Context: an optimization exercise on an open-source flow, tuned for a short achievable clock period and few clock cycles per item. The choices shown serve that exercise and are no tape-out recipe.
RTL that was checked went through simulation tests only; none was proved equivalent to the original.
The RTL of runs 1 and 3 to 6 was laid out without a check of its function.
In runs 3 to 6 the design's own scripts or RTL, not TritonCTS, make the clock network.
No driver is modelled on the clock port, so clock power and skew are understated where the tree is cut down; a real chip needs a root buffer or a tree.
Power is estimated from default activity; no workload was simulated.

===== config.mk =====
export PLATFORM = sky130hd
export DESIGN_NAME = conv_requant_packer
export DESIGN_NICKNAME = conv_requant_packer
export VERILOG_FILES = /design/flow/design.v
export SDC_FILE = /design/flow/constraint.sdc
export NUM_CORES = 4
export LEC_CHECK = 0
export ABC_CLOCK_PERIOD_IN_PS = 1000
export CAP_MARGIN = 20
export CORE_MARGIN = 2
export CORE_UTILIZATION = 55
export CTS_CLUSTER_DIAMETER = 80
export CTS_CLUSTER_SIZE = 30
export SETUP_SLACK_MARGIN = 5
export SLEW_MARGIN = 20

===== constraint.sdc =====
create_clock -name core_clock -period 7.5 [get_ports {clk}]
set_input_delay 1.5000 -clock core_clock [delete_from_list [all_inputs] [get_ports {clk}]]
set_output_delay 1.5000 -clock core_clock [all_outputs]
set_load 0.01 [all_outputs]

===== design.v =====
module conv_requant_packer #(
  parameter int DATA_WIDTH = 8,
  parameter int ACC_WIDTH  = 32,
  parameter int BUS_WIDTH  = 128,
  parameter int ADDR_WIDTH = 18
) (
  input  logic                  clk,
  input  logic                  rst,
  input  logic                  start,
  input  logic [ADDR_WIDTH-1:0] cfg_base_addr,
  input  logic [15:0]           cfg_scale,
  input  logic [4:0]            cfg_shift,
  input  logic [1:0]            cfg_act_mode,
  input  logic [DATA_WIDTH-1:0] cfg_clip_max,
  output logic                  busy,
  output logic                  done,
  input  logic                  in_valid,
  output logic                  in_ready,
  input  logic [ACC_WIDTH-1:0]  in_acc,
  input  logic [ACC_WIDTH-1:0]  in_bias,
  input  logic                  in_last,
  output logic                  out_valid,
  input  logic                  out_ready,
  output logic [ADDR_WIDTH-1:0] out_addr,
  output logic [BUS_WIDTH-1:0]  out_data,
  output logic                  out_last,
  output logic [15:0]           sat_count
);
  localparam int PW = 48;                        
  localparam int NB = 9;                         
  function automatic logic [2*PW-1:0] csa(input logic [PW-1:0] a, input logic [PW-1:0] b,
                                          input logic [PW-1:0] c);
    logic [PW-1:0] s, cy;
    s   = a ^ b ^ c;
    cy  = ((a & b) | (a & c) | (b & c)) << 1;
    csa = {cy, s};
  endfunction
  function automatic logic [11:0] window(input logic [PW-1:0] p, input logic [31:0] sh_oh,
                                         input logic [PW-1:0] fmask);
    logic [PW:0] p2;
    logic [9:0]  w;
    logic        fit;
    p2 = {p, 1'b0};
    for (int j = 0; j < 10; j++) w[j] = |(sh_oh & p2[j +: 32]);
    fit = &(~(p ^ {PW{p[PW-1]}}) | ~fmask);
    window = {p[PW-1], fit, w};
  endfunction
  logic busy_q, done_q, run_q, in_ready_q, first_q;
  logic [5:0] cnt_q;                    
  logic start_ok, accept, pop, out_free;
  logic [5:0] cnt_d;
  logic run_d;
  logic out_valid_q, out_last_q;
  logic idle_q, inrn_q, ovn_q;
  assign start_ok = start & idle_q;
  assign accept   = in_valid & ~inrn_q;
  assign pop      = ~ovn_q & out_ready;
  assign out_free = ovn_q | out_ready;
  assign busy     = busy_q;
  assign done     = done_q;
  assign in_ready = in_ready_q;
  logic room00, room10, room01, room11, room;
  always_comb begin
    case ({accept, pop})
      2'b10:   cnt_d = cnt_q + 6'd1;
      2'b01:   cnt_d = cnt_q - 6'd16;
      2'b11:   cnt_d = cnt_q - 6'd15;
      default: cnt_d = cnt_q;
    endcase
    if (start_ok) cnt_d = '0;
    room00 = (cnt_q <= 6'd31);
    room10 = (cnt_q <= 6'd30);
    room01 = (cnt_q >= 6'd16) && (cnt_q <= 6'd47);
    room11 = (cnt_q >= 6'd15) && (cnt_q <= 6'd46);
    case ({accept, pop})
      2'b10:   room = room10;
      2'b01:   room = room01;
      2'b11:   room = room11;
      default: room = room00;
    endcase
    run_d = start_ok | (run_q & ~(accept & in_last));
  end
  logic in_ready_d, hlast_q;
  assign in_ready_d = start_ok | (run_q & ~(accept & in_last) & room);
  always_ff @(posedge clk) begin
    if (rst) begin
      busy_q     <= 1'b0;
      idle_q     <= 1'b1;
      done_q     <= 1'b0;
      run_q      <= 1'b0;
      in_ready_q <= 1'b0;
      inrn_q     <= 1'b1;
      first_q    <= 1'b0;
      cnt_q      <= '0;
    end else begin
      busy_q     <= start_ok | (~idle_q & ~done_q);
      idle_q     <= ~start_ok & (idle_q | done_q);
      done_q     <= pop & hlast_q;
      run_q      <= run_d;
      in_ready_q <= in_ready_d;
      inrn_q     <= ~in_ready_d;
      first_q    <= start_ok;
      cnt_q      <= cnt_d;
    end
  end
  logic [15:0] scale_q;
  logic [4:0]  shift_q;
  logic [1:0]  mode_q;
  logic [7:0]  clip_q;
  always_ff @(posedge clk) begin
    if (idle_q) begin
      scale_q <= cfg_scale;
      shift_q <= cfg_shift;
      mode_q  <= cfg_act_mode;
      clip_q  <= cfg_clip_max;
    end
  end
  logic [NB-1:0] bneg_q, bone_q, btwo_q;
  logic [PW-1:0] fmask_q;                
  logic [31:0]   shoh_q;                 
  logic signed [9:0] hi_q, him1_q, lo_q, lom1_q;
  logic [7:0]    hib_q, lob_q;
  logic [PW-1:0] pmax_q, pmin_q;         
  logic [11:0]   wmax_q, wmin_q;         
  always_ff @(posedge clk) begin
    logic [17:0] y;
    logic signed [7:0] lo8, hi8;
    y = {2'b00, scale_q};
    for (int i = 0; i < NB; i++) begin
      logic ym1, y0, y1;
      ym1 = (i == 0) ? 1'b0 : y[2*i-1];
      y0  = y[2*i];
      y1  = y[2*i+1];
      bneg_q[i] <= y1 & ~(y0 & ym1);
      bone_q[i] <= y0 ^ ym1;
      btwo_q[i] <= (y1 & ~y0 & ~ym1) | (~y1 & y0 & ym1);
    end
    for (int k = 0; k < PW; k++) fmask_q[k] <= (k >= int'(shift_q) + 8);
    for (int k = 0; k < 32; k++) shoh_q[k] <= (k == int'(shift_q));
    case (mode_q)
      2'd1: begin lo8 = 8'sd0; hi8 = 8'sd127; end
      2'd2: begin
        if ($signed(clip_q) < 0) begin lo8 = $signed(clip_q); hi8 = $signed(clip_q); end
        else begin lo8 = 8'sd0; hi8 = $signed(clip_q); end
      end
      default: begin lo8 = -8'sd128; hi8 = 8'sd127; end
    endcase
    hi_q   <= 10'(hi8);
    him1_q <= 10'(hi8) - 10'sd1;
    lo_q   <= 10'(lo8);
    lom1_q <= 10'(lo8) - 10'sd1;
    hib_q  <= hi8;
    lob_q  <= lo8;
    pmax_q <= {1'b0, scale_q, 31'd0} - {32'd0, scale_q};
    pmin_q <= '0 - {1'b0, scale_q, 31'd0};
    wmax_q <= window(pmax_q, shoh_q, fmask_q);
    wmin_q <= window(pmin_q, shoh_q, fmask_q);
  end
  logic        v0, l0;
  logic [31:0] a0, b0;
  always_ff @(posedge clk) begin
    a0 <= in_acc;
    b0 <= in_bias;
    l0 <= in_last;
  end
  logic        v1, l1, ovf1, neg1;
  logic [31:0] x1;
  always_ff @(posedge clk) begin
    logic [32:0] s;
    s    = {a0[31], a0} + {b0[31], b0};
    x1   <= s[31:0];
    ovf1 <= s[32] ^ s[31];
    neg1 <= s[32];
    l1   <= l0;
  end
  logic        v2, l2, ovf2, neg2;
  logic [PW-1:0] r2_0, r2_1, r2_2, r2_3;
  always_ff @(posedge clk) begin
    logic [PW-1:0] m, t0, t1, t2, t3, t4, t5;
    logic [PW-1:0] row [NB];
    for (int i = 0; i < NB; i++) begin
      m = '0;
      if (bone_q[i]) m = PW'($signed(x1));
      if (btwo_q[i]) m = PW'($signed(x1)) << 1;
      if (bneg_q[i]) m = ~m;
      row[i] = m << (2 * i);
      if (i > 0) row[i][2*i-2] = bneg_q[i-1];
    end
    {t1, t0} = csa(row[0], row[1], row[2]);
    {t3, t2} = csa(row[3], row[4], row[5]);
    {t5, t4} = csa(row[6], row[7], row[8]);
    {r2_1, r2_0} <= csa(t0, t1, t2);
    {r2_3, r2_2} <= csa(t3, t4, t5);
    ovf2 <= ovf1;
    neg2 <= neg1;
    l2   <= l1;
  end
  logic        v3, l3, ovf3, neg3;
  logic [PW-1:0] r3_0, r3_1;
  always_ff @(posedge clk) begin
    logic [PW-1:0] t0, t1;
    {t1, t0} = csa(r2_0, r2_1, r2_2);
    {r3_1, r3_0} <= csa(t0, t1, r2_3);
    ovf3 <= ovf2;
    neg3 <= neg2;
    l3   <= l2;
  end
  logic        v4, l4, ovf4, neg4;
  logic [24:0] plo4;
  logic [23:0] phi4_c0, phi4_c1;
  always_ff @(posedge clk) begin
    logic [24:0] h1;
    plo4    <= {1'b0, r3_0[23:0]} + {1'b0, r3_1[23:0]};
    phi4_c0 <= r3_0[47:24] + r3_1[47:24];
    h1       = {r3_0[47:24], 1'b1} + {r3_1[47:24], 1'b1};
    phi4_c1 <= h1[24:1];
    ovf4 <= ovf3;
    neg4 <= neg3;
    l4   <= l3;
  end
  logic        v5, l5;
  logic [11:0] w5;
  always_ff @(posedge clk) begin
    logic [11:0] wc0, wc1;
    wc0 = window({phi4_c0, plo4[23:0]}, shoh_q, fmask_q);
    wc1 = window({phi4_c1, plo4[23:0]}, shoh_q, fmask_q);
    if (ovf4)          w5 <= neg4 ? wmin_q : wmax_q;
    else if (plo4[24]) w5 <= wc1;
    else               w5 <= wc0;
    l5 <= l4;
  end
  logic        v6, l6, sat6;
  logic [7:0]  q6;
  always_ff @(posedge clk) begin
    logic signed [9:0] h;
    logic b, fit, sgn, ge_hi, le_lo, sat_p, sat_n;
    logic [7:0] inc;
    h   = {w5[9], w5[9:1]};
    b   = w5[0];
    fit = w5[10];
    sgn = w5[11];
    inc = h[7:0] + {7'd0, b};
    ge_hi = b ? (h >= him1_q) : (h >= hi_q);
    le_lo = b ? (h <= lom1_q) : (h <= lo_q);
    sat_p = b ? (h >= 10'sd127) : (h >= 10'sd128);
    sat_n = b ? (h <= -10'sd130) : (h <= -10'sd129);
    if (!fit)       q6 <= sgn ? lob_q : hib_q;
    else if (ge_hi) q6 <= hib_q;
    else if (le_lo) q6 <= lob_q;
    else            q6 <= inc;
    sat6 <= ~fit | sat_p | sat_n;
    l6   <= l5;
  end
  always_ff @(posedge clk) begin
    if (rst) begin
      v0 <= 1'b0; v1 <= 1'b0; v2 <= 1'b0; v3 <= 1'b0;
      v4 <= 1'b0; v5 <= 1'b0; v6 <= 1'b0;
    end else begin
      v0 <= accept; v1 <= v0; v2 <= v1; v3 <= v2;
      v4 <= v3; v5 <= v4; v6 <= v5;
    end
  end
  logic [3:0]            idx_q;
  logic [BUS_WIDTH-1:0]  pack_q, out_data_q;
  logic                  pack_full_q, pack_last_q;
  logic [ADDR_WIDTH-1:0] naddr_q, out_addr_q;
  logic                  complete, load_out;
  logic [BUS_WIDTH-1:0]  word;
  assign complete = v6 & ((idx_q == 4'd15) | l6);
  assign load_out = out_free & (pack_full_q | complete);
  always_comb begin
    word = pack_q;
    word[idx_q*8 +: 8] = q6;
  end
  always_ff @(posedge clk) begin
    if (rst) begin
      idx_q       <= '0;
      pack_q      <= '0;
      pack_full_q <= 1'b0;
      pack_last_q <= 1'b0;
    end else if (pack_full_q) begin
      if (out_free) begin
        pack_q      <= '0;
        pack_full_q <= 1'b0;
      end
    end else if (v6) begin
      if (complete) begin
        idx_q <= '0;
        if (out_free) begin
          pack_q <= '0;
        end else begin
          pack_q      <= word;
          pack_full_q <= 1'b1;
          pack_last_q <= l6;
        end
      end else begin
        idx_q  <= idx_q + 4'd1;
        pack_q <= word;
      end
    end
  end
  always_ff @(posedge clk) begin
    if (idle_q)         naddr_q <= cfg_base_addr;
    else if (load_out)  naddr_q <= naddr_q + ADDR_WIDTH'(1);
  end
  logic                  out_valid_d, out_last_d;
  logic [BUS_WIDTH-1:0]  out_data_d, hdata_q;
  logic [ADDR_WIDTH-1:0] haddr_q;
  assign out_valid_d = pack_full_q | complete;
  assign out_last_d  = pack_full_q ? pack_last_q : l6;
  assign out_data_d  = pack_full_q ? pack_q : word;
  always_ff @(posedge clk) begin
    if (out_free) begin
      hdata_q <= out_data_d;
      haddr_q <= naddr_q;
      hlast_q <= out_last_d;
    end
  end
  always_ff @(posedge clk) begin
    if (rst) begin
      out_valid_q <= 1'b0;
      ovn_q       <= 1'b1;
      out_last_q  <= 1'b0;
      out_data_q  <= '0;
      out_addr_q  <= '0;
    end else if (out_free) begin
      out_valid_q <= out_valid_d;
      ovn_q       <= ~out_valid_d;
      out_last_q  <= out_last_d;
      out_data_q  <= out_data_d;
      out_addr_q  <= naddr_q;
    end else begin
      out_last_q  <= hlast_q;
      out_data_q  <= hdata_q;
      out_addr_q  <= haddr_q;
    end
  end
  assign out_valid = out_valid_q;
  assign out_data  = out_data_q;
  assign out_addr  = out_addr_q;
  assign out_last  = out_last_q;
  logic [15:0] sat_cnt_q, satn_q, sat_d, c;
  always_comb begin
    c = ~satn_q;
    sat_d = c;
    if (first_q)                           sat_d = '0;
    else if (v6 && sat6 && c != 16'hFFFF)  sat_d = c + 16'd1;
  end
  always_ff @(posedge clk) begin
    if (rst) begin
      sat_cnt_q <= '0;
      satn_q    <= '1;
    end else begin
      sat_cnt_q <= sat_d;
      satn_q    <= ~sat_d;
    end
  end
  assign sat_count = sat_cnt_q;
endmodule

===== run.sh =====
#!/bin/bash
# synth_recipe.tcl (not shown) runs the flow's synth.tcl, then flattens the netlist and writes it again
# the make line also repeats each setting of config.mk as NAME=value (left out here)
make -C /OpenROAD-flow-scripts/flow DESIGN_CONFIG=/design/flow/config.mk WORK_HOME=/design/flow/orfs CLKGATE_MAP_FILE= SYNTH_SCRIPT=/design/flow/synth_recipe.tcl finish

==> results.tsv, run 1 <==
metric	value	unit
outcome	timing/DRC/antenna clean	
track_usage	0.329	
ys_ff_latch	1194	
clock-sinks	1194	
start_util	0.557	
cts_buffers	54	
clk_pin_slew	120	ps
wl_per_cell	24.8	µm
rsz0062_at_grt	yes	
ys.flop_type	dfxtp_1	
area_delta_synth_final	14.3	%
arrival	1220	ps
antenna_found_initial	0	
setup_slack	4780	ps
diodes	0	
numPortBuffers	285	
clkLatencyLatePin	710	ps
ys_seq_area_frac	0.422	
required	6000	ps
final_hold_viol_count	0	
htreeDepth	2	
routed_wl	187000	µm
tns	0	ps
timing.hold.ws	339	ps
worstPathBufferInverterCount	1	
core	104000	µm²
max_slew_margin	0.254	
cts_root_buf	clkbuf_16	
crit_path_start_kind	flop	
multi_input_area	31900	µm²
peakVddDrop	322	µV
p_total	0.0222	W
slowest_delay	380	ps
die-area	108000	µm²
num_io_pins	286	
drt-pass1-iter-count	14	
syn_inst	6103	
routed_via_density	6.24	
max_clock_freq	367	MHz
p_leak	26.7	nW
hold_path_class	reg2reg	
async_flop_share	0	
grt_pass1_wl	276000	µm
pre_cts_ws	3170	ps
finalCriticalPeriod	2720	ps
powerDensity	337	nW/µm²
path_max_fanout	1	
drtIter0Drc	5708	
fillCellCount	8683	
finalMaxSlewViolations	0	
dpl.hpwl	119000	µm
max-cap-violations	0	
vias	47115	
synth_edf_count	49	
grt_pass1_vias	45288	
cpMaxStageDelayCell	dfxtp_4	
grt.overflow.total	0	
final_layout_size_suffix_gt1_frac	0.143	
seq_area	24700	µm²
cp-end-kind	output pin	
crit_chain	buf_6	
crit_family	flip-flops	
final-setup-viol-count	0	
die_h	328	µm
cts_buffer_depth	3	
drcViolationCount	0	
yosys_warnings	2	
post-route-period-util	0.363	
synth.distinct_cells	79	
syn_nets	6648	
critPathKind	reg2out	
tightest_slew	1120	ps
syn_avg_cell_area	9.48	µm²
num-nets-final	6684	
die_x	328	µm
ant_nets	0	
synthesis.area	57800	µm²
cts_tree	done	
core.rowCount	118	
place_congestion	0.983	
grt_max_degree	143	
placed_cells	7335	
fin_cells	7550	
finClkSkew	37.4	ps
## sequential cells by signal (all words and copies together) (netlist names), 36 cells and up
signal      flops
hdata_q       128
out_data_q    128
pack_q        128
r3_0           48
fmask_q        47
pmax_q         47
r2_0           43
r3_1           43
r2_1           41
r2_2           40
r2_3           36
## cells in the mapped netlist, drive strengths merged (6+ instances only)
library cell | count | area (µm²)
a222oi | 30 | 300
xor2 | 241 | 2110
a22oi | 493 | 3700
mux2 | 6 | 67.6
a221oi | 83 | 727
a211oi | 26 | 195
a41oi | 6 | 52.6
a2111oi | 14 | 123
clkbuf | 440 | 1650
dfxtp | 1145 | 22900
nor2 | 385 | 1450
nor2b | 163 | 1020
nand3b | 11 | 82.6
o21bai | 21 | 158
a21oi | 223 | 1120
fa | 245 | 4900
o22ai | 34 | 213
or3 | 6 | 37.5
or4 | 12 | 97.6
nand2 | 572 | 2150
buf | 66 | 253
ha | 181 | 2260
nand2b | 41 | 257
nor3 | 49 | 250
nand4 | 80 | 500
edfxtp | 49 | 1470
o211ai | 8 | 60.1
a22o | 127 | 1110
mux2i | 144 | 1440
nor4 | 21 | 138
xnor2 | 238 | 2080
a21o | 58 | 435
o21a | 14 | 105
o21ai | 331 | 1660
and3 | 23 | 144
or2 | 12 | 75.1
a31oi | 34 | 213
inv | 258 | 968
and2 | 51 | 323
nand3 | 110 | 551
## worst paths after layout
check                             startpoint  slack (ps)              end  cells past startpoint
hold reg to reg              r2_0[1]$_DFF_P_         340  r3_0[1]$_DFF_P_                      0
setup reg to reg               b0[7]$_DFF_P_        4800     neg1$_DFF_P_                     10
setup / recovery  out_data_q[111]$_SDFF_PP0_        4780    out_data[111]                      1
hold / removal               r2_0[1]$_DFF_P_         340  r3_0[1]$_DFF_P_                      0
## power by group
| part | switching [W] | total (W) | internal (W) | leakage [nW] |
|---|---|---|---|---|
| sequential | 0.00188 | 0.00973 | 0.00784 | 10.0 |
| combinational | 0.00505 | 0.00885 | 0.00380 | 15.8 |
| clock | 0.00221 | 0.00367 | 0.00146 | 0.851 |
| total | 0.00914 | 0.0222 | 0.0131 | 26.7 |
## cell type report
class                           count  area share
Multi-Input combinational cell   4149       0.483
Sequential cell                  1194       0.374
Timing Repair Buffer              480      0.0745
Tap cell                         1380      0.0261
Clock buffer                       64      0.0212
Inverter                          260      0.0149
Clock inverter                     23     0.00596
## cells by family (layout without fill, tap and decap cells)
logic type / count (synthesis) / after routing / share of synthesized area
AOI/OAI and AO/OA: 1539 / 1540 / 0.182
xor gates and xnor gates: 479 / 479 / 0.0725
buffers and inverters: 766 / 827 / 0.0498
DFF: 1194 / 1194 / 0.422
muxes: 150 / 150 / 0.0261
and+or+nand+nor: 1549 / 1554 / 0.124
adders and majority gates: 426 / 426 / 0.124
## what timing repair did
item,4_1_cts,5_1_grt
buffers inserted,67,39
pin swaps,52,61
cloned,12,10
endpoints found under the setup margin,788,610
hold buffers,0,0
resized for setup,1132,235
## per-stage QoR
stage,cell area (µm²),utilization
6_report,66100,0.636
5_1_grt,66100,0.636
4_1_cts,64700,0.623
3_5_place_dp,61300,0.590
3_3_place_gp,61300,0.590
2_1_floorplan,58200,-
## routing by layer
| layer | track usage | wire, µm | vias up |
|---|---|---|---|
| met5 | 0 | 0 | - |
| met4 | 0.123 | 8080 | 0 |
| met3 | 0.0586 | 16500 | 614 |
| met2 | 0.518 | 85100 | 2526 |
| met1 | 0.452 | 77200 | 22773 |
| li1 | - | - | 21202 |
## cell usage in the layout (no fill, tap or decap), types with 42 or more instances in the layout
cell type	count
a21o_1	50
a21oi_1	206
a221oi_1	80
a22o_1	127
a22oi_1	480
and2_1	47
buf_2	63
buf_4	128
buf_6	122
clkbuf_16	63
clkdlybuf4s50_1	116
dfxtp_1	952
dfxtp_2	151
dfxtp_4	42
edfxtp_1	49
fa_1	243
ha_1	161
inv_1	254
mux2i_1	131
nand2_1	554
nand3_1	109
nand4_1	80
nor2_1	363
nor2b_1	151
nor3_1	42
o21ai_0	300
xnor2_1	228
xor2_1	236
==> inputs of run 2 (changes only) <==
--- a/design.v
+++ b/design.v
@@ -108,3 +108,3 @@
   logic [1:0]  mode_q;
-  logic [7:0]  clip_q;
+  logic signed [7:0] clip_q;
   always_ff @(posedge clk) begin
@@ -142,4 +142,4 @@
       2'd2: begin
-        if ($signed(clip_q) < 0) begin lo8 = $signed(clip_q); hi8 = $signed(clip_q); end
-        else begin lo8 = 8'sd0; hi8 = $signed(clip_q); end
+        if (clip_q < 0) begin lo8 = clip_q; hi8 = clip_q; end
+        else begin lo8 = 8'sd0; hi8 = clip_q; end
       end
@@ -166,3 +166,3 @@
   logic        v1, l1, ovf1, neg1;
-  logic [31:0] x1;
+  logic signed [31:0] x1;
   always_ff @(posedge clk) begin
@@ -182,4 +182,4 @@
       m = '0;
-      if (bone_q[i]) m = PW'($signed(x1));
-      if (btwo_q[i]) m = PW'($signed(x1)) << 1;
+      if (bone_q[i]) m = PW'(x1);
+      if (btwo_q[i]) m = PW'(x1) << 1;
       if (bneg_q[i]) m = ~m;
==> results.tsv, run 2 <==
metric	value	unit	change
synthMuxAreaShare	0.0261		unchanged
ys.flop_type	dfxtp_1		unchanged
drt-pass1-iter-count	14		unchanged
syn_nets	6648		unchanged
htreeDepth	2		unchanged
synthXorXnorAreaFrac	0.0725		unchanged
clk_pin_slew	120	ps	about the same
hold_path_class	reg2reg		unchanged
max-cap-violations	0		unchanged
cts_tree	done		unchanged
worstHoldEndpoint	r3_0[1]$_DFF_P_		unchanged
final_common_cell	dfxtp_1		unchanged
synth_fa_ha_area_frac	0.124		unchanged
required	6000	ps	about the same
track_usage	0.329		unchanged
wl_per_cell	24.8	µm	unchanged
ys_seq_area_frac	0.422		unchanged
ant_nets	0		unchanged
max_clock_freq	367	MHz	unchanged
ys_ff_latch	1194		unchanged
tightest_slew	1120	ps	unchanged
synth_compound_area_frac	0.182		unchanged
finClkSkew	37.4	ps	unchanged
synthesis.area	57800	µm²	unchanged
yosys_warnings	2		unchanged
largest_registers	hdata_q (128), out_data_q (128), pack_q (128)		unchanged
r2r_setup_slack	4800	ps	about the same
area_delta_synth_final	14.3	%	unchanged
routed_via_density	6.24		unchanged
drtIter0Drc	5708		unchanged
numPortBuffers	285		unchanged
holdBufCountCts	0		unchanged
syn_inst	6103		unchanged
clock-sinks	1194		unchanged
met1_length	77200	µm	unchanged
final_hold_viol_count	0		unchanged
worstPathBufferInverterCount	1		unchanged
synth_top_area_share	0.396		unchanged
outcome	timing/DRC/antenna clean		unchanged
drcViolationCount	0		unchanged
die_h	328	µm	unchanged
vias	47115		unchanged
synth.distinct_cells	79		unchanged
rsz0062_at_grt	yes		unchanged
die_x	328	µm	unchanged
place_congestion	0.983		unchanged
powerDensity	337	nW/µm²	unchanged
routed_wl	187000	µm	unchanged
dpl.hpwl	119000	µm	unchanged
num_io_pins	286		unchanged
r2r_end	neg1$_DFF_P_		unchanged
yosysMostFrequentCell	dfxtp_1		unchanged
crit_family	flip-flops		unchanged
wl_met2	85100	µm	unchanged
cts_buffers	54		unchanged
syn_avg_cell_area	9.48	µm²	unchanged
synth-simple-area-share	0.124		unchanged
final_layout_size_suffix_gt1_frac	0.143		unchanged
worst_r2r_path_depth	10		unchanged
diodes	0		unchanged
crit_path_start_kind	flop		unchanged
grt.overflow.total	0		unchanged
layout_common_cells	952 x dfxtp_1, 554 x nand2_1, 480 x a22oi_1		unchanged
critPathKind	reg2out		unchanged
grt_max_degree	143		unchanged
finalMaxSlewViolations	0		unchanged
cts_root_buf	clkbuf_16		unchanged
p_leak	26.7	nW	unchanged
dr.max_layer_used	met4		unchanged
finalCriticalPeriod	2720	ps	unchanged
core	104000	µm²	unchanged
cpMaxStageDelayCell	dfxtp_4		unchanged
post-route-period-util	0.363		unchanged
start_util	0.557		unchanged
async_flop_share	0		unchanged
slowest_delay	380	ps	about the same
hp-start	r2_0[1]$_DFF_P_		unchanged
synth_top_area_cell	dfxtp_1		unchanged
cp-end-kind	output pin		unchanged
core.rowCount	118		unchanged
grt_pass1_wl	276000	µm	unchanged
tns	0	ps	unchanged
route.met3.wl	16500	µm	unchanged
grt_pass1_vias	45288		unchanged
num-nets-final	6684		unchanged
synth_top_family_by_area	compound AO/OA/AOI/OAI gates		unchanged
arrival	1220	ps	about the same
reg2reg_from	b0[7]$_DFF_P_		unchanged
antenna_found_initial	0		unchanged
synth_edf_count	49		unchanged
p_total	0.0222	W	unchanged
path_max_fanout	1		unchanged
final-setup-viol-count	0		unchanged
ys_top_cells_by_area	dfxtp_1 40%, fa_1 8.5%, a22oi_1 6.4%		unchanged
clkLatencyLatePin	710	ps	about the same
fillCellCount	8683		unchanged
cts_buffer_depth	3		unchanged
crit_chain	buf_6		unchanged
holdPathStages	0		unchanged
yosys-top-cells-count	1145 x dfxtp_1, 572 x nand2_1, 493 x a22oi_1, 440 x clkbuf_1, 385 x nor2_1		unchanged
die-area	108000	µm²	unchanged
peakVddDrop	322	µV	unchanged
max_slew_margin	0.254		unchanged
## run 2: power breakdown
group / leakage, nW / total (W) / internal (W) / switching [W]
logic: 15.8 / 0.00885 / 0.00380 / 0.00505
clock network: 0.851 / 0.00367 / 0.00146 / 0.00221
registers: 10.0 / 0.00973 / 0.00784 / 0.00188
## run 2: final cells by class
type / instances / area (µm²) / area share
multi-input combinational: 4149 / 31900 / 0.483
clock buffer: 64 / 1400 / 0.0212
tap: 1380 / 1730 / 0.0261
clock inverter: 23 / 394 / 0.00596
sequential: 1194 / 24700 / 0.374
timing repair buffer: 480 / 4920 / 0.0745
inverter: 260 / 983 / 0.0149
## run 2: how the worst max path moves through the flow
stage / cells past startpoint / end / from
after CTS: 11 / ovf1$_DFF_P_ / a0[0]$_DFF_P_
after global routing: 11 / x1[28]$_DFF_P_ / b0[7]$_DFF_P_
after detailed placement: 7 / pack_q[52]$_SDFFE_PP0P_ / out_ready
after floorplan: 7 / pack_q[42]$_SDFFE_PP0P_ / out_ready
after global placement: 7 / pack_q[55]$_SDFFE_PP0P_ / out_ready
final: 1 / out_data[111] / out_data_q[111]$_SDFF_PP0_
## run 2: kinds of logic after synthesis
kind of cell | Yosys count
and+or+nand+nor | 1549
adders and majority gates | 426
DFF | 1194
xor gates and xnor gates | 479
AOI/OAI and AO/OA | 1539
buffers and inverters | 766
muxes | 150
## run 2: what timing repair did
action                      CTS  global route
setup endpoints to repair   788           610
gates resized for setup    1132           235
gates cloned                 12            10
buffers inserted             67            39
pin swaps                    52            61
## run 2: layer usage
metal  vias to the layer above  track usage
met5                         -            0
met4                         0        0.123
met3                       614       0.0586
met2                      2526        0.518
met1                     22773        0.452
li1                      21202            -
## run 2: worst reg2reg max path: stages, from the launching register on
cell and delay (ps):
dfxtp_2 340, ha_4 260, a211oi_4 300, o21ai_2 130, o41ai_4 430, nor4b_2 110, nor3_2 180, buf_4 140
o22ai_4 80, a2111oi_0 400, mux2_4 280
## run 2: stage by stage
stage	setup slack, ps	std cells	util	hold slack [ps]	area [µm²]
after floorplan	4780	6103	-	310	58200
after global placement	3220	7335	0.590	311	61300
after detailed placement	3170	7335	0.590	312	61300
after CTS	4680	7501	0.623	337	64700
after global routing	4630	7550	0.636	345	66100
final	4780	7550	0.636	339	66100
Testbench counts of run 2, summed over its fixed seeds: cycles 9,727, items 9,247.
==> inputs of run 3 (changes only) <==
--- a/design.v
+++ b/design.v
@@ -108,3 +108,3 @@
   logic [1:0]  mode_q;
-  logic signed [7:0] clip_q;
+  logic [7:0]  clip_q;
   always_ff @(posedge clk) begin
@@ -142,4 +142,4 @@
       2'd2: begin
-        if (clip_q < 0) begin lo8 = clip_q; hi8 = clip_q; end
-        else begin lo8 = 8'sd0; hi8 = clip_q; end
+        if ($signed(clip_q) < 0) begin lo8 = $signed(clip_q); hi8 = $signed(clip_q); end
+        else begin lo8 = 8'sd0; hi8 = $signed(clip_q); end
       end
@@ -166,9 +166,19 @@
   logic        v1, l1, ovf1, neg1;
-  logic signed [31:0] x1;
+  logic [31:0] x1;
   always_ff @(posedge clk) begin
-    logic [32:0] s;
-    s    = {a0[31], a0} + {b0[31], b0};
-    x1   <= s[31:0];
-    ovf1 <= s[32] ^ s[31];
-    neg1 <= s[32];
+    logic [16:0] lo, hi0, hi1;
+    logic [17:0] h1;
+    lo   = {1'b0, a0[15:0]} + {1'b0, b0[15:0]};
+    hi0  = {a0[31], a0[31:16]} + {b0[31], b0[31:16]};
+    h1   = {a0[31], a0[31:16], 1'b1} + {b0[31], b0[31:16], 1'b1};
+    hi1  = h1[17:1];
+    if (lo[16]) begin
+      x1   <= {hi1[15:0], lo[15:0]};
+      ovf1 <= hi1[16] ^ hi1[15];
+      neg1 <= hi1[16];
+    end else begin
+      x1   <= {hi0[15:0], lo[15:0]};
+      ovf1 <= hi0[16] ^ hi0[15];
+      neg1 <= hi0[16];
+    end
     l1   <= l0;
@@ -182,4 +192,4 @@
       m = '0;
-      if (bone_q[i]) m = PW'(x1);
-      if (btwo_q[i]) m = PW'(x1) << 1;
+      if (bone_q[i]) m = PW'($signed(x1));
+      if (btwo_q[i]) m = PW'($signed(x1)) << 1;
       if (bneg_q[i]) m = ~m;
==> flow/run.sh (new file) <==
#!/bin/bash
# Own flow: the standard layout (standard synthesis unchanged), with the
# clock tree step replaced by the shallow tree of flow/manual_cts.tcl.
set -euo pipefail
export PRE_CTS_TCL="$(pwd)/flow/manual_cts.tcl"
bash standard.sh > standard_flow.log 2>&1
==> flow/manual_cts.tcl (new file) <==
# Hook sourced by ORFS's cts.tcl before clock tree synthesis (PRE_CTS_TCL).
# It replaces the clock_tree_synthesis command with a shallow, balanced tree:
# the clock port feeds four clkbuf_16 roots placed next to the port, each root
# feeds the leaf clkbuf_16 buffers of one quadrant, and each leaf drives an
# equal-count cluster of flip-flop clock pins (clusters cut by x, then by y),
# and each root drives the same number of leaves.
# Every register sees the same two buffer levels.

proc manual_clock_tree { args } {
  set nx 8
  set ny 6
  set db [ord::get_db]
  set block [ord::get_db_block]
  set clknet [$block findNet clk]
  set bufm [$db findMaster sky130_fd_sc_hd__clkbuf_16]

  set all {}
  foreach it [$clknet getITerms] {
    set b [[$it getInst] getBBox]
    lappend all [list $it [expr {([$b xMin] + [$b xMax]) / 2}] [expr {([$b yMin] + [$b yMax]) / 2}]]
  }
  set N [llength $all]
  puts "manual_clock_tree: $N sinks, $nx x $ny leaf clusters"

  set xs {}; set ys {}
  foreach e $all { lappend xs [lindex $e 1]; lappend ys [lindex $e 2] }
  set xmid [expr {([tcl::mathfunc::min {*}$xs] + [tcl::mathfunc::max {*}$xs]) / 2}]
  set ymid [expr {([tcl::mathfunc::min {*}$ys] + [tcl::mathfunc::max {*}$ys]) / 2}]

  # clock port location
  set px 0; set py 0
  foreach bt [$block getBTerms] {
    if {[$bt getName] eq "clk"} {
      set pb [$bt getBBox]
      set px [expr {([$pb xMin] + [$pb xMax]) / 2}]
      set py [expr {([$pb yMin] + [$pb yMax]) / 2}]
    }
  }

  # four roots
  set roots {}
  foreach q {0 1 2 3} {
    set rn [odb::dbNet_create $block clknet_root_$q]
    $rn setSigType CLOCK
    set r [odb::dbInst_create $block $bufm clkbuf_root_$q]
    [$r findITerm A] connect $clknet
    [$r findITerm X] connect $rn
    lappend roots [list $r $rn]
    set qsx($q) 0; set qsy($q) 0; set qn($q) 0
  }

  # equal-count clusters
  set all [lsort -integer -index 1 $all]
  set i 0
  for {set c 0} {$c < $nx} {incr c} {
    set col [lrange $all [expr {$c * $N / $nx}] [expr {($c + 1) * $N / $nx - 1}]]
    set col [lsort -integer -index 2 $col]
    set M [llength $col]
    for {set r 0} {$r < $ny} {incr r} {
      set grp [lrange $col [expr {$r * $M / $ny}] [expr {($r + 1) * $M / $ny - 1}]]
      set n [llength $grp]
      if {$n == 0} continue
      set sx 0; set sy 0
      foreach e $grp { set sx [expr {$sx + [lindex $e 1]}]; set sy [expr {$sy + [lindex $e 2]}] }
      set cx [expr {$sx / $n}]; set cy [expr {$sy / $n}]
      set q [expr {(2 * $c >= $nx ? 1 : 0) + (2 * $r >= $ny ? 2 : 0)}]
      set inst [odb::dbInst_create $block $bufm clkbuf_leaf_$i]
      $inst setLocation $cx $cy
      $inst setPlacementStatus PLACED
      set net [odb::dbNet_create $block clknet_leaf_$i]
      $net setSigType CLOCK
      [$inst findITerm A] connect [lindex [lindex $roots $q] 1]
      [$inst findITerm X] connect $net
      foreach e $grp { set it [lindex $e 0]; $it disconnect; $it connect $net }
      set qsx($q) [expr {$qsx($q) + $cx}]; set qsy($q) [expr {$qsy($q) + $cy}]; incr qn($q)
      incr i
    }
  }

  # each root sits next to the clock port, on the way to its leaves' centre
  foreach q {0 1 2 3} {
    set r [lindex [lindex $roots $q] 0]
    if {$qn($q) == 0} { set dx 0; set dy 0 } else {
      set dx [expr {double($qsx($q)) / $qn($q) - $px}]
      set dy [expr {double($qsy($q)) / $qn($q) - $py}]
    }
    set d [expr {sqrt($dx * $dx + $dy * $dy)}]
    set f [expr {$d > 0 ? min(1.0, 30000.0 / $d) : 0.0}]
    $r setLocation [expr {int($px + $f * $dx)}] [expr {int($py + $f * $dy)}]
    $r setPlacementStatus PLACED
    puts "manual_clock_tree: root $q drives $qn($q) leaves"
  }
  puts "manual_clock_tree: $i leaves"
  set_propagated_clock [all_clocks]
  detailed_placement
}

rename clock_tree_synthesis orfs_clock_tree_synthesis
proc clock_tree_synthesis { args } { manual_clock_tree {*}$args }
==> standard.sh (new file) <==
#!/bin/bash
# synth_recipe.tcl (not shown) runs the flow's synth.tcl, then flattens the netlist and writes it again
# the make line also repeats each setting of config.mk as NAME=value (left out here)
make -C /OpenROAD-flow-scripts/flow DESIGN_CONFIG=/design/flow/config.mk WORK_HOME=/design/flow/orfs CLKGATE_MAP_FILE= SYNTH_SCRIPT=/design/flow/synth_recipe.tcl "${@:-finish}"
--- a/config.mk
+++ b/config.mk
@@ -10,5 +10,3 @@
 export CORE_MARGIN = 2
-export CORE_UTILIZATION = 55
-export CTS_CLUSTER_DIAMETER = 80
-export CTS_CLUSTER_SIZE = 30
+export CORE_UTILIZATION = 45
 export SETUP_SLACK_MARGIN = 5
removed: run.sh
==> results.tsv, run 3 <==
metric	value	unit	change
outcome	timing/DRC/antenna clean		unchanged
fin_util	0.517		was 0.636
drt-pass1-iter-count	9		was 14
max-cap-violations	0		unchanged
critPathKind	reg2reg		was reg2out
synth_top_area_share	0.388		was 0.396
hp-start	ovf3$_DFF_P_		was r2_0[1]$_DFF_P_
peakVddDrop	334	µV	was 322 µV
syn_avg_cell_area	9.43	µm²	was 9.48 µm²
p_leak	26.7	nW	about the same
ys_ff_latch	1194		unchanged
async_flop_share	0		unchanged
max_clock_freq	372	MHz	was 367 MHz
area_delta_synth_final	13.8	%	was 14.3%
core	130000	µm²	was 104000 µm²
largest_registers	hdata_q (128), out_data_q (128), pack_q (128)		unchanged
grt.overflow.total	0		unchanged
cp-end-kind	flop		was output pin
final_layout_size_suffix_gt1_frac	0.139		was 0.143
post-route-period-util	0.359		was 0.363
fillCellCount	11932		was 8683
wl_per_cell	24.1	µm	was 24.8 µm
finalMaxSlewViolations	0		unchanged
tns	0	ps	unchanged
synthesis.area	59000	µm²	was 57800 µm²
crit_chain	ha_4 > inv_2 > fa_2 > nand2b_4 > a21oi_4 > o22a_4 > a21oi_4 > buf_12 > o211ai_1 > o211ai_1 > a221oi_2 > xnor2_1		was buf_6
track_usage	0.270		was 0.329
ant_nets	0		unchanged
ys.flop_type	dfxtp_1		unchanged
grt_pass1_wl	290000	µm	was 276000 µm
syn_nets	6811		was 6648
routed_wl	194000	µm	was 187000 µm
clkLatencyLatePin	540	ps	was 710 ps
powerDensity	327	nW/µm²	was 337 nW/µm²
die-area	134000	µm²	was 108000 µm²
worstPathBufferInverterCount	2		was 1
die_h	366	µm	was 328 µm
crit_start	a0[0]$_DFF_P_		was out_data_q[111]$_SDFF_PP0_
ys_seq_area_frac	0.413		was 0.422
place_congestion	0.943		was 0.983
setup_slack	4810	ps	was 4780 ps
routed_via_density	5.98		was 6.24
arrival	3060	ps	was 1220 ps
die_x	366	µm	was 328 µm
start_util	0.455		was 0.557
max_slew_margin	0.164		was 0.254
clk_pin_slew	110	ps	was 120 ps
yosys-top-cells-count	1145 x dfxtp_1, 573 x nand2_1, 496 x a22oi_1, 458 x clkbuf_1, 414 x nor2_1		was 1145 x dfxtp_1, 572 x nand2_1, 493 x a22oi_1, 440 x clkbuf_1, 385 x nor2_1
tightest_slew	1250	ps	was 1120 ps
ys_top_cells_by_area	dfxtp_1 39%, fa_1 8.4%, a22oi_1 6.3%		was dfxtp_1 40%, fa_1 8.5%, a22oi_1 6.4%
rsz0062_at_grt	yes		unchanged
final_common_cell	dfxtp_1		unchanged
final-setup-viol-count	0		unchanged
num-nets-final	6858		was 6684
drtIter0Drc	5681		was 5708
p_total	0.0220	W	was 0.0222 W
hold_path_class	reg2reg		unchanged
finClkSkew	86.1	ps	was 37.4 ps
cpMaxStageDelayCell	dfxtp_2		was dfxtp_4
synth.distinct_cells	85		was 79
crit_path_start_kind	flop		unchanged
pre_cts_ws	3550	ps	was 3170 ps
final_hold_viol_count	0		unchanged
path_max_fanout	4		was 1
syn_inst	6261		was 6103
vias	48126		was 47.1k
synth_top_area_cell	dfxtp_1		unchanged
yosysMostFrequentCell	dfxtp_1		unchanged
crit_family	compound AO/OA/AOI/OAI gates		was flip-flops
num_io_pins	286		unchanged
antenna_found_initial	2		was 0
yosys_warnings	2		unchanged
grt_pass1_vias	46877		was 45.3k
core.rowCount	132		was 118
synth_edf_count	49		unchanged
reg2reg_from	a0[0]$_DFF_P_		was b0[7]$_DFF_P_
slowest_delay	350	ps	was 380 ps
grt_max_degree	102		was 143
holdBufCountCts	0		unchanged
finalCriticalPeriod	2690	ps	was 2720 ps
drcViolationCount	0		unchanged
layout_common_cells	966 x dfxtp_1, 565 x nand2_1, 487 x a22oi_1		was 952 x dfxtp_1, 554 x nand2_1, 480 x a22oi_1
dpl.hpwl	122000	µm	was 119000 µm
numPortBuffers	285		unchanged
required	7870	ps	was 6000 ps
[run 3: changes by cell type in the layout (fill, tap and decap cells not counted), sizes merged, moves of 14 or more]
cell	before	now
o2bb2ai	0	15
a32oi	1	16
buf	349	381
xor2	241	255
o21ai	331	311
nor2	385	419
a31oi	34	18
a21oi	224	247
[run 3: timing repair]
action                                  4_1_cts  5_1_grt
cloned                                       13       16
pin swaps                                    55       69
hold endpoints to repair                      0        0
endpoints found under the setup margin      820      468
gates resized for setup                    1089      221
buffers inserted                             72       60
[run 3: cell families after synthesis]
group,count (synthesis),synth area share
multiplexers,158,0.0269
AND/OR/NAND/NOR,1622,0.129
XOR/XNOR,500,0.0742
flip-flops,1194,0.413
buffers and inverters,794,0.0509
AO/OA/AOI/OAI,1562,0.183
adder cells (fa/ha/maj),431,0.123
[run 3: area by class of cell]
cell class / count / area (µm²) / area share
plain buffers: 52 / 1300 / 0.0194
multi-input cells: 4280 / 33000 / 0.491
flip-flops and latches: 1194 / 24700 / 0.368
diodes: 2 / 5.00 / 0.0000745
repair buffers: 515 / 4990 / 0.0742
well taps: 1742 / 2180 / 0.0325
inverters: 265 / 1000 / 0.0149
[run 3: path summary, 6_finish.rpt]
check,slack [ps],to,depth (start not counted)
setup / recovery,4810,x1[30]$_DFF_P_,12
hold / removal,300,ovf4$_DFF_P_,0
hold reg to reg,300,ovf4$_DFF_P_,0
setup reg to reg,4810,x1[30]$_DFF_P_,12
[run 3: worst register-to-register path: cells and delay by family, from the launching register on]
kind | cells | cell delay (ps)
fa+ha+maj | 2 | 470
xor+xnor | 1 | 170
simple gates | 1 | 170
compound gates | 6 | 1230
flops | 1 | 350
buf+inv | 2 | 180
[run 3: report_power, final]
part           internal, W  leakage, nW  total, W  switching [W]
Combinational      0.00397         16.0   0.00897        0.00499
Clock              0.00124        0.641   0.00321        0.00197
Sequential         0.00785         10.0   0.00978        0.00193
[run 3: per-stage QoR]
step                instances  hold WS [ps]  cell area (µm²)
finish                   8050           301            67200
global route             8049           312            67200
CTS                      7972           294            65600
detailed placement       7835           313            62800
global placement         7835           312            62800
floorplan                6261           310            59400
[run 3: routing by layer]
metal,part of all wire,routed length [µm],track usage
met1,0.42,82000,0.374
met2,0.45,87900,0.437
met3,0.081,15800,0.0351
met4,0.044,8470,0.0876
met5,0,0,0
==> inputs of run 4 (changes only) <==
--- a/design.v
+++ b/design.v
@@ -108,3 +108,3 @@
   logic [1:0]  mode_q;
-  logic [7:0]  clip_q;
+  logic signed [7:0] clip_q;
   always_ff @(posedge clk) begin
@@ -142,4 +142,4 @@
       2'd2: begin
-        if ($signed(clip_q) < 0) begin lo8 = $signed(clip_q); hi8 = $signed(clip_q); end
-        else begin lo8 = 8'sd0; hi8 = $signed(clip_q); end
+        if (clip_q < 0) begin lo8 = clip_q; hi8 = clip_q; end
+        else begin lo8 = 8'sd0; hi8 = clip_q; end
       end
@@ -159,26 +159,18 @@
   logic        v0, l0;
-  logic [31:0] a0, b0;
+  logic [16:0] lo0;                      
+  logic [15:0] ahi0, bhi0;
   always_ff @(posedge clk) begin
-    a0 <= in_acc;
-    b0 <= in_bias;
-    l0 <= in_last;
+    lo0  <= {1'b0, in_acc[15:0]} + {1'b0, in_bias[15:0]};
+    ahi0 <= in_acc[31:16];
+    bhi0 <= in_bias[31:16];
+    l0   <= in_last;
   end
   logic        v1, l1, ovf1, neg1;
-  logic [31:0] x1;
+  logic signed [31:0] x1;
   always_ff @(posedge clk) begin
-    logic [16:0] lo, hi0, hi1;
-    logic [17:0] h1;
-    lo   = {1'b0, a0[15:0]} + {1'b0, b0[15:0]};
-    hi0  = {a0[31], a0[31:16]} + {b0[31], b0[31:16]};
-    h1   = {a0[31], a0[31:16], 1'b1} + {b0[31], b0[31:16], 1'b1};
-    hi1  = h1[17:1];
-    if (lo[16]) begin
-      x1   <= {hi1[15:0], lo[15:0]};
-      ovf1 <= hi1[16] ^ hi1[15];
-      neg1 <= hi1[16];
-    end else begin
-      x1   <= {hi0[15:0], lo[15:0]};
-      ovf1 <= hi0[16] ^ hi0[15];
-      neg1 <= hi0[16];
-    end
+    logic [17:0] h;
+    h    = {ahi0[15], ahi0, lo0[16]} + {bhi0[15], bhi0, lo0[16]};
+    x1   <= {h[16:1], lo0[15:0]};
+    ovf1 <= h[17] ^ h[16];
+    neg1 <= h[17];
     l1   <= l0;
@@ -192,4 +184,4 @@
       m = '0;
-      if (bone_q[i]) m = PW'($signed(x1));
-      if (btwo_q[i]) m = PW'($signed(x1)) << 1;
+      if (bone_q[i]) m = PW'(x1);
+      if (btwo_q[i]) m = PW'(x1) << 1;
       if (bneg_q[i]) m = ~m;
==> results.tsv, run 4 <==
metric	value	unit	change
diodes	0		was 2
synth_top_area_share	0.388		about the same
crit_chain	buf_6 > ha_4 > inv_2 > fa_2 > nor2b_4 > o21ai_4 > a21boi_4 > o21ai_2 > a221oi_2 > nand4_1 > a31oi_2 > a31o_2		was ha_4 > inv_2 > fa_2 > nand2b_4 > a21oi_4 > o22a_4 > a21oi_4 > buf_12 > o211ai_1 > o211ai_1 > a221oi_2 > xnor2_1
fillCellCount	11729		was 11.9k
syn_nets	6687		was 6811
placed_cells	7723		was 7835
wl_met2	88500	µm	was 87900 µm
start_util	0.452		was 0.455
drtIter0Drc	5264		was 5681
p_leak	26.8	nW	was 26.7 nW
grt_max_degree	106		was 102
peakVddDrop	347	µV	was 334 µV
clkLatencyLatePin	540	ps	about the same
die_x	364	µm	was 366 µm
crit_family	compound AO/OA/AOI/OAI gates		unchanged
clk_pin_slew	120	ps	was 110 ps
final_layout_size_suffix_gt1_frac	0.176		was 0.139
fin_cells	7931		was 8050
crit_start	in_bias[0]		was a0[0]$_DFF_P_
worst_r2r_path_depth	6		was 12
pre_cts_ws	3290	ps	was 3550 ps
synth_edf_count	49		unchanged
required	7940	ps	was 7870 ps
finClkSkew	86.1	ps	about the same
finalCriticalPeriod	3050	ps	was 2690 ps
holdPathStages	0		unchanged
outcome	timing/DRC/antenna clean		unchanged
rsz0062_at_grt	yes		unchanged
yosys_warnings	2		unchanged
grt.overflow.total	0		unchanged
vias	47488		was 48.1k
met1_length	80400	µm	was 82000 µm
synth.distinct_cells	90		was 85
dr.max_layer_used	met5		was met4
async_flop_share	0		unchanged
largest_registers	hdata_q (128), out_data_q (128), pack_q (128)		unchanged
final_hold_viol_count	0		unchanged
syn_inst	6140		was 6261
core	129000	µm²	was 130000 µm²
ys_top_cells_by_area	dfxtp_1 39%, fa_1 8.4%, a22oi_1 6.3%		unchanged
ant_nets	0		unchanged
synthesis.area	58400	µm²	was 59000 µm²
route.met3.wl	16300	µm	was 15800 µm
drcViolationCount	0		unchanged
tns	0	ps	unchanged
area_delta_synth_final	15.7	%	was 13.8%
synth_top_area_cell	dfxtp_1		unchanged
wl_per_cell	24.4	µm	was 24.1 µm
num-nets-final	6738		was 6858
finalMaxSlewViolations	0		unchanged
arrival	3490	ps	was 3060 ps
ys_seq_area_frac	0.413		about the same
worstPathBufferInverterCount	2		unchanged
ys.flop_type	dfxtp_1		unchanged
ys_ff_latch	1179		was 1194
final_common_cell	dfxtp_1		unchanged
path_max_fanout	2		was 4
grt_pass1_wl	281000	µm	was 290000 µm
max_slew_margin	0.240		was 0.164
slowest_delay	360	ps	was 350 ps
fin_util	0.523		was 0.517
num_io_pins	286		unchanged
routed_wl	193000	µm	was 194000 µm
yosysMostFrequentCell	dfxtp_1		unchanged
track_usage	0.270		about the same
core.rowCount	132		unchanged
numPortBuffers	285		unchanged
place_congestion	0.932		was 0.943
dpl.hpwl	121000	µm	was 122000 µm
hp-start	ovf2$_DFF_P_		was ovf3$_DFF_P_
routed_via_density	5.99		was 5.98
syn_avg_cell_area	9.51	µm²	was 9.43 µm²
die-area	133000	µm²	was 134000 µm²
crit_path_start_kind	input port		was flop
setup_slack	4450	ps	was 4810 ps
die_h	364	µm	was 366 µm
final-setup-viol-count	0		unchanged
drt-pass1-iter-count	10		was 9
yosys-top-cells-count	1130 x dfxtp_1, 557 x nand2_1, 486 x a22oi_1, 421 x clkbuf_1, 379 x nor2_1		was 1145 x dfxtp_1, 573 x nand2_1, 496 x a22oi_1, 458 x clkbuf_1, 414 x nor2_1
grt_pass1_vias	45860		was 46.9k
antenna_found_initial	2		unchanged
holdBufCountCts	0		unchanged
max_clock_freq	328	MHz	was 372 MHz
tightest_slew	1140	ps	was 1250 ps
layout_common_cells	951 x dfxtp_1, 545 x nand2_1, 476 x a22oi_1		was 966 x dfxtp_1, 565 x nand2_1, 487 x a22oi_1
cpMaxStageDelayCell	fa_2		was dfxtp_2
critPathKind	in2reg		was reg2reg
cp_num_cells	12		unchanged
reg2reg_from	phi4_c1[7]$_DFF_P_		was a0[0]$_DFF_P_
cp-end-kind	flop		unchanged
post-route-period-util	0.407		was 0.359
max-cap-violations	0		unchanged
powerDensity	323	nW/µm²	was 327 nW/µm²
hold_path_class	reg2reg		unchanged
-- run 4: cell type report --
type	count	area, µm²	share of cell area
Multi-Input combinational cell	4181	33500	0.496
Inverter	266	1010	0.0150
Timing Repair Buffer	511	5080	0.0752
Sequential cell	1179	24400	0.362
Tap cell	1742	2180	0.0323
Buffer	52	1300	0.0193
-- run 4: cells by family after synthesis --
logic type,count (synthesis),synth area share
mux,156,0.0269
xor+xnor,495,0.0744
buf+inv,787,0.0520
compound gates,1582,0.188
flops,1179,0.413
fa+ha+maj,428,0.123
simple gates,1513,0.122
-- run 4: timing repair --
action                                  4_1_cts  5_1_grt
buffers inserted                             62       62
endpoints found under the setup margin      818      460
hold endpoints to repair                      0        0
gates resized for setup                    1123      316
pin swaps                                    49       81
gates cloned                                 13       19
-- run 4: metrics by stage --
stage / power, W / hold WS (ps) / area, µm²
6_report: 0.0218 / 296 / 67500
5_1_grt: 0.0232 / 307 / 67500
4_1_cts: 0.0214 / 279 / 65400
3_5_place_dp: 0.0180 / 312 / 62800
3_3_place_gp: 0.0178 / 310 / 62800
2_1_floorplan: 0.0148 / 310 / 59700
-- run 4: metal layers --
metal	up-vias	GRT usage
met5	-	0.000726
met4	2	0.0957
met3	581	0.0394
met2	2452	0.435
met1	22992	0.368
li1	21461	-
-- run 4: final timing paths --
kind / end / slack, ps
max: lo0[16]$_DFF_P_ / 4450
min: ovf3$_DFF_P_ / 300
max reg2reg: w5[10]$_DFF_P_ / 5020
min reg2reg: ovf3$_DFF_P_ / 300
-- run 4: where the power goes --
group	internal, W	total, W	switching (W)	leakage (nW)
Combinational	0.00390	0.00880	0.00490	16.3
Clock	0.00124	0.00321	0.00197	0.641
Sequential	0.00778	0.00976	0.00198	9.89
Total	0.0129	0.0218	0.00885	26.8
-- run 4: worst reg2reg max path, cell delays in order (launching register included) --
cell and delay, ps:
dfxtp_1 840, o22ai_1 190, nor3_1 270, o2111ai_1 190, a2111oi_0 450, a31oi_1 160
mux2i_1 280
==> inputs of run 5 (changes only) <==
--- a/config.mk
+++ b/config.mk
@@ -13 +13,2 @@
 export SLEW_MARGIN = 20
+export TNS_END_PERCENT = 5
==> results.tsv, run 5 <==
metric	value	unit	change
ys_seq_area_frac	0.413		unchanged
worst_r2r_path_depth	6		unchanged
num-nets-final	6658		was 6738
num_io_pins	286		unchanged
path_max_fanout	2		unchanged
crit_path_start_kind	input port		unchanged
antenna_found_initial	2		unchanged
core	129000	µm²	unchanged
final_hold_viol_count	0		unchanged
grt.overflow.total	0		unchanged
drtIter0Drc	5024		was 5264
required	7930	ps	was 7940 ps
final_area	65000	µm²	was 67500 µm²
post-route-period-util	0.411		was 0.407
ant_nets	0		unchanged
syn_nets	6687		unchanged
yosysMostFrequentCell	dfxtp_1		unchanged
routed_wl	184000	µm	was 193000 µm
clk_pin_slew	120	ps	about the same
die_h	364	µm	unchanged
start_util	0.452		unchanged
place_area	62100	µm²	was 62800 µm²
hold_path_class	reg2reg		unchanged
max-cap-violations	0		unchanged
syn_avg_cell_area	9.51	µm²	unchanged
syn_inst	6140		unchanged
critPathKind	in2reg		unchanged
p_total	0.0212	W	was 0.0218 W
holdPathStages	0		unchanged
grt_max_degree	128		was 106
track_usage	0.265		was 0.270
peakVddDrop	328	µV	was 347 µV
die_x	364	µm	unchanged
p_leak	25.7	nW	was 26.8 nW
layout_common_cells	1076 x dfxtp_1, 552 x nand2_1, 486 x a22oi_1		was 951 x dfxtp_1, 545 x nand2_1, 476 x a22oi_1
rsz0062_at_grt	yes		unchanged
cp-end-kind	flop		unchanged
ys_ff_latch	1179		unchanged
area_delta_synth_final	11.3	%	was 15.7%
finalCriticalPeriod	3080	ps	was 3050 ps
synth_edf_count	49		unchanged
ys_top_cells_by_area	dfxtp_1 39%, fa_1 8.4%, a22oi_1 6.3%		unchanged
drcViolationCount	0		unchanged
die-area	133000	µm²	unchanged
yosys-top-cells-count	1130 x dfxtp_1, 557 x nand2_1, 486 x a22oi_1, 421 x clkbuf_1, 379 x nor2_1		unchanged
wl_per_cell	23.4	µm	was 24.4 µm
final-setup-viol-count	0		unchanged
max_slew_margin	0.250		was 0.240
synth_top_area_share	0.388		unchanged
drt-pass1-iter-count	10		unchanged
max_clock_freq	324	MHz	was 328 MHz
final_layout_size_suffix_gt1_frac	0.0704		was 0.176
synthesis.area	58400	µm²	unchanged
synth_top_area_cell	dfxtp_1		unchanged
dpl.hpwl	119000	µm	was 121000 µm
finalMaxSlewViolations	0		unchanged
tns	0	ps	unchanged
vias	46465		was 47.5k
arrival	3520	ps	was 3490 ps
largest_registers	hdata_q (128), out_data_q (128), pack_q (128)		unchanged
powerDensity	327	nW/µm²	was 323 nW/µm²
final_common_cell	dfxtp_1		unchanged
routed_via_density	5.92		was 5.99
grt_pass1_wl	277000	µm	was 281000 µm
async_flop_share	0		unchanged
outcome	timing/DRC/antenna clean		unchanged
tightest_slew	1120	ps	was 1140 ps
numPortBuffers	285		unchanged
synth.distinct_cells	90		unchanged
core.rowCount	132		unchanged
yosys_warnings	2		unchanged
finClkSkew	94.8	ps	was 86.1 ps
ys.flop_type	dfxtp_1		unchanged
holdBufCountCts	0		unchanged
grt_pass1_vias	45124		was 45.9k
clkLatencyLatePin	540	ps	about the same
place_congestion	0.946		was 0.932
-- run 5: path summary, 6_finish.rpt --
check / slack (ps) / start / to
min reg2reg: 260 / neg1$_DFF_P_ / neg2$_DFF_P_
max: 4420 / in_bias[0] / lo0[16]$_DFF_P_
max reg2reg: 4640 / plo4[11]$_DFF_P_ / w5[10]$_DFF_P_
min: 260 / neg1$_DFF_P_ / neg2$_DFF_P_
-- run 5: power by group --
group | switching, W | internal [W] | leakage, nW
logic | 0.00471 | 0.00371 | 15.2
registers | 0.00189 | 0.00775 | 9.85
clock network | 0.00196 | 0.00124 | 0.641
total | 0.00855 | 0.0127 | 25.7
-- run 5: logic make-up after synthesis --
family          count (synthesis)  synth area share
compound gates               1582             0.188
simple gates                 1513             0.122
flops                        1179             0.413
buf+inv                       787            0.0520
xor+xnor                      495            0.0744
fa+ha+maj                     428             0.123
mux                           156            0.0269
-- run 5: routing by layer --
metal,up-vias,global-route usage,share of wire,wire length (µm)
li1,21302,-,-,-
met1,22494,0.367,0.43,79000
met2,2151,0.425,0.45,83100
met3,518,0.0339,0.076,13900
met4,0,0.0994,0.042,7640
met5,-,0,0,0
-- run 5: critical path, stage by stage --
cell and delay (ps):
buf_6 80, ha_4 130, inv_2 40, fa_2 390, nor2b_2 130, o21ai_2 80, a21boi_2 210, o21ai_2 90
a221oi_2 310, nand4_1 190, a31oi_2 210, a31o_2 180
-- run 5: per-stage QoR --
step	cells	utilization	hold slack, ps	setup WS [ps]
floorplan	6140	-	310	4130
global placement	7722	0.481	310	3220
detailed placement	7722	0.481	312	3250
CTS	7808	0.497	264	4440
global route	7853	0.503	272	4250
finish	7853	0.503	262	4420
-- run 5: cell type report --
class                   instances  area [µm²]
fillers                     11990       64200
multi-input cells            4179       31900
flip-flops and latches       1179       24200
repair buffers                433        4430
well taps                    1742        2180
plain buffers                  52        1300
inverters                     266        1000
diodes                          2        5.00
-- run 5: timing repair --
action / 4_1_cts / 5_1_grt
gates cloned: 10 / 2
setup buffers: 24 / 41
pin swaps: 20 / 29
resized for setup: 113 / 191
setup endpoints to repair: 828 / 824
==> inputs of run 6 (changes only) <==
--- a/design.v
+++ b/design.v
@@ -37,2 +37,26 @@
   endfunction
+  function automatic logic [PW:0] ksadd(input logic [PW-1:0] a, input logic [PW-1:0] b,
+                                        input logic cin);
+    logic [PW-1:0] g, p, gg, pp, gn, pn;
+    logic [PW:0]   sum;
+    g  = a & b;
+    p  = a ^ b;
+    gg = g;
+    pp = p;
+    gg[0] = g[0] | (p[0] & cin);
+    for (int d = 1; d < PW; d = d * 2) begin
+      gn = gg;
+      pn = pp;
+      for (int i = d; i < PW; i++) begin
+        gn[i] = gg[i] | (pp[i] & gg[i-d]);
+        pn[i] = pp[i] & pp[i-d];
+      end
+      gg = gn;
+      pp = pn;
+    end
+    sum[0] = p[0] ^ cin;
+    for (int i = 1; i < PW; i++) sum[i] = p[i] ^ gg[i-1];
+    sum[PW] = gg[PW-1];
+    ksadd = sum;
+  endfunction
   function automatic logic [11:0] window(input logic [PW-1:0] p, input logic [31:0] sh_oh,
@@ -159,9 +183,7 @@
   logic        v0, l0;
-  logic [16:0] lo0;                      
-  logic [15:0] ahi0, bhi0;
+  logic [31:0] a0, b0;
   always_ff @(posedge clk) begin
-    lo0  <= {1'b0, in_acc[15:0]} + {1'b0, in_bias[15:0]};
-    ahi0 <= in_acc[31:16];
-    bhi0 <= in_bias[31:16];
-    l0   <= in_last;
+    a0 <= in_acc;
+    b0 <= in_bias;
+    l0 <= in_last;
   end
@@ -170,7 +192,7 @@
   always_ff @(posedge clk) begin
-    logic [17:0] h;
-    h    = {ahi0[15], ahi0, lo0[16]} + {bhi0[15], bhi0, lo0[16]};
-    x1   <= {h[16:1], lo0[15:0]};
-    ovf1 <= h[17] ^ h[16];
-    neg1 <= h[17];
+    logic [PW:0] s;
+    s    = ksadd({{16{a0[31]}}, a0}, {{16{b0[31]}}, b0}, 1'b0);
+    x1   <= s[31:0];
+    ovf1 <= s[32] ^ s[31];
+    neg1 <= s[32];
     l1   <= l0;
@@ -213,7 +235,9 @@
   always_ff @(posedge clk) begin
-    logic [24:0] h1;
-    plo4    <= {1'b0, r3_0[23:0]} + {1'b0, r3_1[23:0]};
-    phi4_c0 <= r3_0[47:24] + r3_1[47:24];
-    h1       = {r3_0[47:24], 1'b1} + {r3_1[47:24], 1'b1};
-    phi4_c1 <= h1[24:1];
+    logic [PW:0] lo, h0, h1;
+    lo = ksadd(PW'(r3_0[23:0]), PW'(r3_1[23:0]), 1'b0);
+    h0 = ksadd(PW'(r3_0[47:24]), PW'(r3_1[47:24]), 1'b0);
+    h1 = ksadd(PW'(r3_0[47:24]), PW'(r3_1[47:24]), 1'b1);
+    plo4    <= lo[24:0];
+    phi4_c0 <= h0[23:0];
+    phi4_c1 <= h1[23:0];
     ovf4 <= ovf3;
--- a/config.mk
+++ b/config.mk
@@ -13,2 +13 @@
 export SLEW_MARGIN = 20
-export TNS_END_PERCENT = 5
==> results.tsv, run 6 <==
metric	value	unit	change
outcome	complete, but fails checks		was timing/DRC/antenna clean
so_faults	antenna violations		
routed_wl	189000	µm	was 184000 µm
async_flop_share	0		unchanged
final_common_cell	dfxtp_1		unchanged
finalMaxSlewViolations	0		unchanged
tightest_slew	1220	ps	was 1120 ps
cpMaxStageDelayCell	fa_2		unchanged
finClkSkew	80.3	ps	was 94.8 ps
final_hold_viol_count	0		unchanged
drcViolationCount	0		unchanged
hp-start	ovf1$_DFF_P_		was neg1$_DFF_P_
grt.overflow.total	0		unchanged
synth_fa_ha_area_frac	0.123		about the same
max_clock_freq	376	MHz	was 324 MHz
ys_ff_latch	1194		was 1179
routed_via_density	5.92		about the same
antenna_found_initial	0		was 2
crit_path_start_kind	flop		was input port
ant_nets	1		was 0
numPortBuffers	285		unchanged
synthMuxAreaShare	0.0270		was 0.0269
r2r_setup_slack	4840	ps	was 4640 ps
path_max_fanout	4		was 2
fin_cells	7760		was 7853
worstHoldEndpoint	ovf2$_DFF_P_		was neg2$_DFF_P_
vias	45964		was 46.5k
drtIter0Drc	5620		was 5024
synthXorXnorAreaFrac	0.0756		was 0.0744
crit_chain	ha_4 > fa_2 > a211oi_4 > nor4_4 > o31ai_2 > buf_4 > o2111ai_4 > a41oi_2 > buf_6 > o2111ai_4 > o221ai_4 > xor2_1		was buf_6 > ha_4 > inv_2 > fa_2 > nor2b_2 > o21ai_2 > a21boi_2 > o21ai_2 > a221oi_2 > nand4_1 > a31oi_2 > a31o_2
synth_top_family_by_area	compound AO/OA/AOI/OAI gates		unchanged
syn_avg_cell_area	9.61	µm²	was 9.51 µm²
synth_compound_area_frac	0.175		was 0.188
clk_pin_slew	110	ps	was 120 ps
tns	0	ps	unchanged
synth_edf_count	49		unchanged
reg2reg_from	b0[0]$_DFF_P_		was plo4[11]$_DFF_P_
crit_family	compound AO/OA/AOI/OAI gates		unchanged
num_io_pins	286		unchanged
final_area	66000	µm²	was 65000 µm²
final-setup-viol-count	0		unchanged
holdBufCountCts	0		unchanged
worstPathBufferInverterCount	2		unchanged
grt_pass1_vias	45460		was 45.1k
core	128000	µm²	was 129000 µm²
clkLatencyLatePin	530	ps	was 540 ps
num-nets-final	6639		was 6658
place_area	61800	µm²	was 62100 µm²
die_x	363	µm	was 364 µm
yosysMostFrequentCell	dfxtp_1		unchanged
ys_seq_area_frac	0.420		was 0.413
rsz0062_at_grt	yes		unchanged
arrival	3070	ps	was 3520 ps
synth_top_area_share	0.395		was 0.388
final_layout_size_suffix_gt1_frac	0.142		was 0.0704
peakVddDrop	324	µV	was 328 µV
synthesis.area	58000	µm²	was 58400 µm²
core.rowCount	131		was 132
synth_top_area_cell	dfxtp_1		unchanged
worst_r2r_path_depth	12		was 6
syn_nets	6587		was 6687
powerDensity	334	nW/µm²	was 327 nW/µm²
drt-pass1-iter-count	10		unchanged
max_slew_margin	0.187		was 0.250
worst_path_most_repeated_cell	o2111ai_4		was o21ai_2
grt_pass1_wl	280000	µm	was 277000 µm
largest_registers	hdata_q (128), out_data_q (128), pack_q (128)		unchanged
wl_per_cell	24.4	µm	was 23.4 µm
ys.flop_type	dfxtp_1		unchanged
placed_cells	7570		was 7722
finalCriticalPeriod	2660	ps	was 3080 ps
## run 6: kinds of logic after synthesis
family	Yosys count
buffers and inverters	763
AND/OR/NAND/NOR	1535
XOR/XNOR	501
multiplexers	156
adder cells (fa/ha/maj)	425
flip-flops	1194
AO/OA/AOI/OAI	1469
## run 6: worst reg2reg max path, cell delays in order, from the launching register on
cell,delay [ps]
dfxtp_2,340
ha_4,160
fa_2,370
a211oi_4,320
nor4_4,70
o31ai_2,200
buf_4,190
o2111ai_4,130
a41oi_2,210
buf_6,150
o2111ai_4,120
o221ai_4,150
xor2_1,170
## run 6: report_power, final
group          switching (W)  leakage [nW]  total, W  internal [W]
Combinational        0.00513          15.4   0.00903       0.00389
Sequential           0.00195          10.0   0.00980       0.00785
Clock                0.00197         0.641   0.00321       0.00124
## run 6: per-stage QoR
step	power, W	hold slack (ps)	setup WS, ps
detailed placement	0.0182	312	2780
finish	0.0220	317	4840
global route	0.0235	327	4730
floorplan	0.0150	310	4710
CTS	0.0216	312	4800
global placement	0.0180	310	2810
## run 6: cell type report
type,count,area [µm²]
fillers,11676,61900
multi-input cells,4088,31700
flip-flops and latches,1194,24800
repair buffers,493,5060
well taps,1662,2080
plain buffers,52,1300
inverters,266,1000
diodes,5,12.5
## run 6: worst max-delay path by stage
| stage | to | slack, ps | cells after the start | startpoint |
|---|---|---|---|---|
| final | ovf1$_DFF_P_ | 4840 | 12 | b0[0]$_DFF_P_ |
| after global routing | ovf1$_DFF_P_ | 4730 | 12 | b0[0]$_DFF_P_ |
| after CTS | ovf1$_DFF_P_ | 4800 | 12 | b0[0]$_DFF_P_ |
| after detailed placement | naddr_q[4]$_DFFE_PP_ | 2780 | 5 | out_ready |
| after global placement | naddr_q[7]$_DFFE_PP_ | 2810 | 5 | out_ready |
| after floorplan | naddr_q[0]$_DFFE_PP_ | 4710 | 6 | out_ready |
## run 6: what timing repair did
action,in CTS,in global routing
pin swaps,32,76
setup endpoints to repair,813,474
gates resized for setup,1067,181
cloned,14,17
hold endpoints to repair,0,0
buffers inserted,54,48
## run 6: layer usage
metal  part of all wire  global-route usage  up-vias  wire, µm
met3              0.076              0.0358      556     14300
li1                   -                   -    20919         -
met5                  0                   0        -         0
met1               0.42               0.359    22303     78500
met2               0.46               0.446     2186     87500
met4              0.046              0.0974        0      8710

-- static timing again, ports no longer ideal --
No port has a modelled driver above. Below, the same layouts with a new extraction and two added sets of constraints. Step 1 assumes that a clkbuf_16 drives the clock port and a buf_2 every other input. Step 2 times the ports against the registers' clock, not the clock port: input delays grow and output delays shrink by t, the midpoint of the rising clock arrivals with the driver on. Three values: no drivers, after step 1, after step 2; two values: the first two.
run	t, ns	setup WS [ns]
run 1	0.773	4.779 / 4.703 / 4.407
run 2	0.773	4.779 / 4.703 / 4.407
run 3	0.549	4.810 / 4.810 / 4.466
run 4	0.556	4.447 / 4.462 / 3.906
run 5	0.553	4.418 / 4.435 / 3.882
run 6	0.551	4.841 / 4.841 / 4.478
